This design comes from an exercise in tuning for a short achievable clock period and few clock cycles per item on the open sky130 flow, not from production work. RTL that was checked went through simulation tests only; none was proved equivalent to the original.

Setup of the baseline:
## a25_wishbone_master
module a25_wishbone_master
#(
    parameter int unsigned TIMEOUT_CYCLES = 256
) (
    input  logic         i_clk,
    input  logic         i_rst,
    input  logic         i_p0_valid,
    output logic         o_p0_accepted,
    input  logic         i_p0_write,
    input  logic [127:0] i_p0_wdata,
    input  logic [15:0]  i_p0_be,
    input  logic [31:0]  i_p0_addr,
    output logic [127:0] o_p0_rdata,
    output logic         o_p0_rdata_valid,
    input  logic         i_p1_valid,
    output logic         o_p1_accepted,
    input  logic         i_p1_write,
    input  logic [127:0] i_p1_wdata,
    input  logic [15:0]  i_p1_be,
    input  logic [31:0]  i_p1_addr,
    output logic [127:0] o_p1_rdata,
    output logic         o_p1_rdata_valid,
    input  logic         i_p2_valid,
    output logic         o_p2_accepted,
    input  logic         i_p2_write,
    input  logic [127:0] i_p2_wdata,
    input  logic [15:0]  i_p2_be,
    input  logic [31:0]  i_p2_addr,
    output logic [127:0] o_p2_rdata,
    output logic         o_p2_rdata_valid,
    output logic [31:0]  o_wb_adr,
    output logic [3:0]   o_wb_sel,
    output logic         o_wb_we,
    output logic [31:0]  o_wb_dat,
    input  logic [31:0]  i_wb_dat,
    output logic         o_wb_cyc,
    output logic         o_wb_stb,
    input  logic         i_wb_ack,
    input  logic         i_wb_err,
    output logic         o_bus_error
);
Settings: LEC_CHECK=0, ABC_CLOCK_PERIOD_IN_PS=2200, CAP_MARGIN=20, CORE_MARGIN=2, CORE_UTILIZATION=50, SETUP_SLACK_MARGIN=2.6, SLEW_MARGIN=20, SYNTH_HIERARCHICAL=1, SYNTH_MINIMUM_KEEP_SIZE=0, TNS_END_PERCENT=100; clock period 5.0 ns.
standard.sh (not shown) runs the stock make flow with config.mk's settings and CLKGATE_MAP_FILE= SYNTH_SCRIPT=/design/flow/synth_recipe.tcl, a recipe that flattens the netlist after the stock synthesis.
==> flow/flow/run.sh <==
#!/bin/bash
# The standard layout (standard.sh), with two ORFS settings changed:
#  - port buffers are sky130_fd_sc_hd__buf_4 rather than the delay buffer
#    buffer_ports picks by default;
#  - the resizer may swap a cell for one of another footprint
#    (MATCH_CELL_FOOTPRINT=0), so those buffers and the gates can be sized
#    for timing before routing.
# Everything else, synthesis included, is the standard flow.
set -o pipefail
cp standard.sh standard.sh.txt
bash standard.sh MATCH_CELL_FOOTPRINT=0 "BUFFER_PORTS_ARGS=-buffer_cell sky130_fd_sc_hd__buf_4" finish > standard.log 2>&1
Relative to the baseline, the following input files were edited for the candidate:
-- flow/design.v --
<<< the baseline, line 38
    output logic [2:0] accepted
);
    logic [1:0] n_take;    
    a25_wb_nand2 u_n0 (.a(valid[0]), .b(room), .y(n_take[0]));
    a25_wb_nand2 u_n1 (.a(valid[1]), .b(room), .y(n_take[1]));
    assign accepted[2] = valid[2] & room;
    assign accepted[1] = ~(valid[2] | n_take[1]);
    assign accepted[0] = ~(valid[2] | valid[1] | n_take[0]);
endmodule
module a25_wb_nand2
(
    input  logic a,
    input  logic b,
    output logic y
);
    assign y = ~(a & b);
endmodule
module a25_wb_nz4
(
    input  logic [3:0] b,
    output logic       y
);
    logic z01, z23;    
    a25_wb_nor2  u_z01 (.a(b[0]), .b(b[1]), .y(z01));
    a25_wb_nor2  u_z23 (.a(b[2]), .b(b[3]), .y(z23));
    a25_wb_nand2 u_y   (.a(z01),  .b(z23),  .y(y));
endmodule
module a25_wb_nor2
(
    input  logic a,
    input  logic b,
    output logic y
);
    assign y = ~(a | b);
endmodule
import a25_wb_pkg::*;
>>> the candidate, line 38
    output logic [2:0] accepted
);
    assign accepted[2] = valid[2] & room;
    assign accepted[1] = valid[1] & ~valid[2] & room;
    assign accepted[0] = valid[0] & ~valid[1] & ~valid[2] & room;
endmodule
import a25_wb_pkg::*;
<<< the baseline, line 116
    localparam int unsigned QP  = 2;                 
    localparam int unsigned QW  = 3;                 
    localparam int unsigned HCW = 7;                 
    logic unused_cfg;
    function automatic logic [1:0] first_of(input logic [3:0] m);
>>> the candidate, line 87
    localparam int unsigned QP  = 2;                 
    localparam int unsigned QW  = 3;                 
    localparam int unsigned HCW = 6;                 
    logic unused_cfg;
    function automatic logic [1:0] first_of(input logic [3:0] m);
<<< the baseline, line 168
    logic [31:0] pd [3];
    logic [3:0] pn [3];
    for (genvar k = 0; k < 4; k++) begin : g_nz
        a25_wb_nz4 u_nz0 (.b(i_p0_be[4*k +: 4]), .y(pn[0][k]));
        a25_wb_nz4 u_nz1 (.b(i_p1_be[4*k +: 4]), .y(pn[1][k]));
        a25_wb_nz4 u_nz2 (.b(i_p2_be[4*k +: 4]), .y(pn[2][k]));
    end
    always_comb begin
>>> the candidate, line 139
    logic [31:0] pd [3];
    logic [3:0] pn [3];
    always_comb begin
        for (int unsigned k = 0; k < 4; k++) begin
            pn[0][k] = |i_p0_be[4*k +: 4];
            pn[1][k] = |i_p1_be[4*k +: 4];
            pn[2][k] = |i_p2_be[4*k +: 4];
        end
    end
    always_comb begin
<<< the baseline, line 214
    logic push_any;
    logic [2:0] pnz;
    assign pnz[0] = ~i_p0_write | (|pn[0]);
    assign pnz[1] = ~i_p1_write | (|pn[1]);
    assign pnz[2] = ~i_p2_write | (|pn[2]);
    assign push_any = acc;
    logic win_nz;
>>> the candidate, line 187
    logic push_any;
    logic [2:0] pnz;
    assign pnz[0] = ~i_p0_write | (|i_p0_be);
    assign pnz[1] = ~i_p1_write | (|i_p1_be);
    assign pnz[2] = ~i_p2_write | (|i_p2_be);
    assign push_any = acc;
    logic win_nz;
## What came out
- Compared with the baseline, in the candidate number of distinct library cells after synthesis fell by 4; standard cell core area lost about 0.6%; synthesis-to-finish area growth now sits higher; multi-input logic area dropped about 3.7%.
- Looking at fill cell total of the finished layout, the candidate sits 71 above the baseline.
- The baseline -> the candidate: wire length of the first global-routing pass increased by a few percent
- Measured against each other, the baseline and the candidate differ in sequential share of layout area, the lower figure coming from the baseline.
- Sum of routed wire segments on met1 for the candidate: about 2.5% up relative to the baseline
- Looking at slowest stage cell on the critical path, the sky130_fd_sc_hd__and4bb_2 result is from the candidate; the sky130_fd_sc_hd__dfrtp_2 one comes from the baseline.
- Comparing the baseline and the candidate, worst hold slack is lower on the candidate.
- Comparing the baseline and the candidate, the higher met3 routing resource usage after global routing is on the candidate.
- TritonCTS sink count came out lower on the candidate than on the baseline.
Testbench counts of the candidate, summed over its fixed seeds: cycles 28,076, requests 5,120.
Function not checked in the baseline: the RTL went through the layout flow alone.

## what the ideal ports hide
How much do the figures lean on ideal ports? The routed layouts below were timed once more, with nothing changed but the port constraints. Step 1 sets driving cells, clkbuf_16 on the clock port and buf_2 on the other inputs (assumed; they add their load-dependent delay and slew). Step 2, shift: input delay + t, output delay - t, t = (earliest + latest rising clock arrival at the registers) / 2. This alone moves slack from input paths to output paths. a / b / c = no drivers / after step 1 / after step 2; a / b = the first two.
| run | shift t [ns] | slack for setup (ns) | slew at the worst register clock pin (ns) | worst data-port slew with drivers (ns) | pins driven straight from the clock port |
|---|---|---|---|---|---|
| the baseline | 0.754 | 2.480 / 2.320 / 1.647 | 0.07 / 0.07 | 0.22 | 1 |
| the candidate | 0.774 | 2.436 / 2.232 / 1.746 | 0.07 / 0.07 | 0.28 | 1 |
After both steps setup and hold are still met in every run listed. The setup slack of the baseline, which loses most, moves by -0.160 ns with the drivers and by -0.833 ns with both steps.
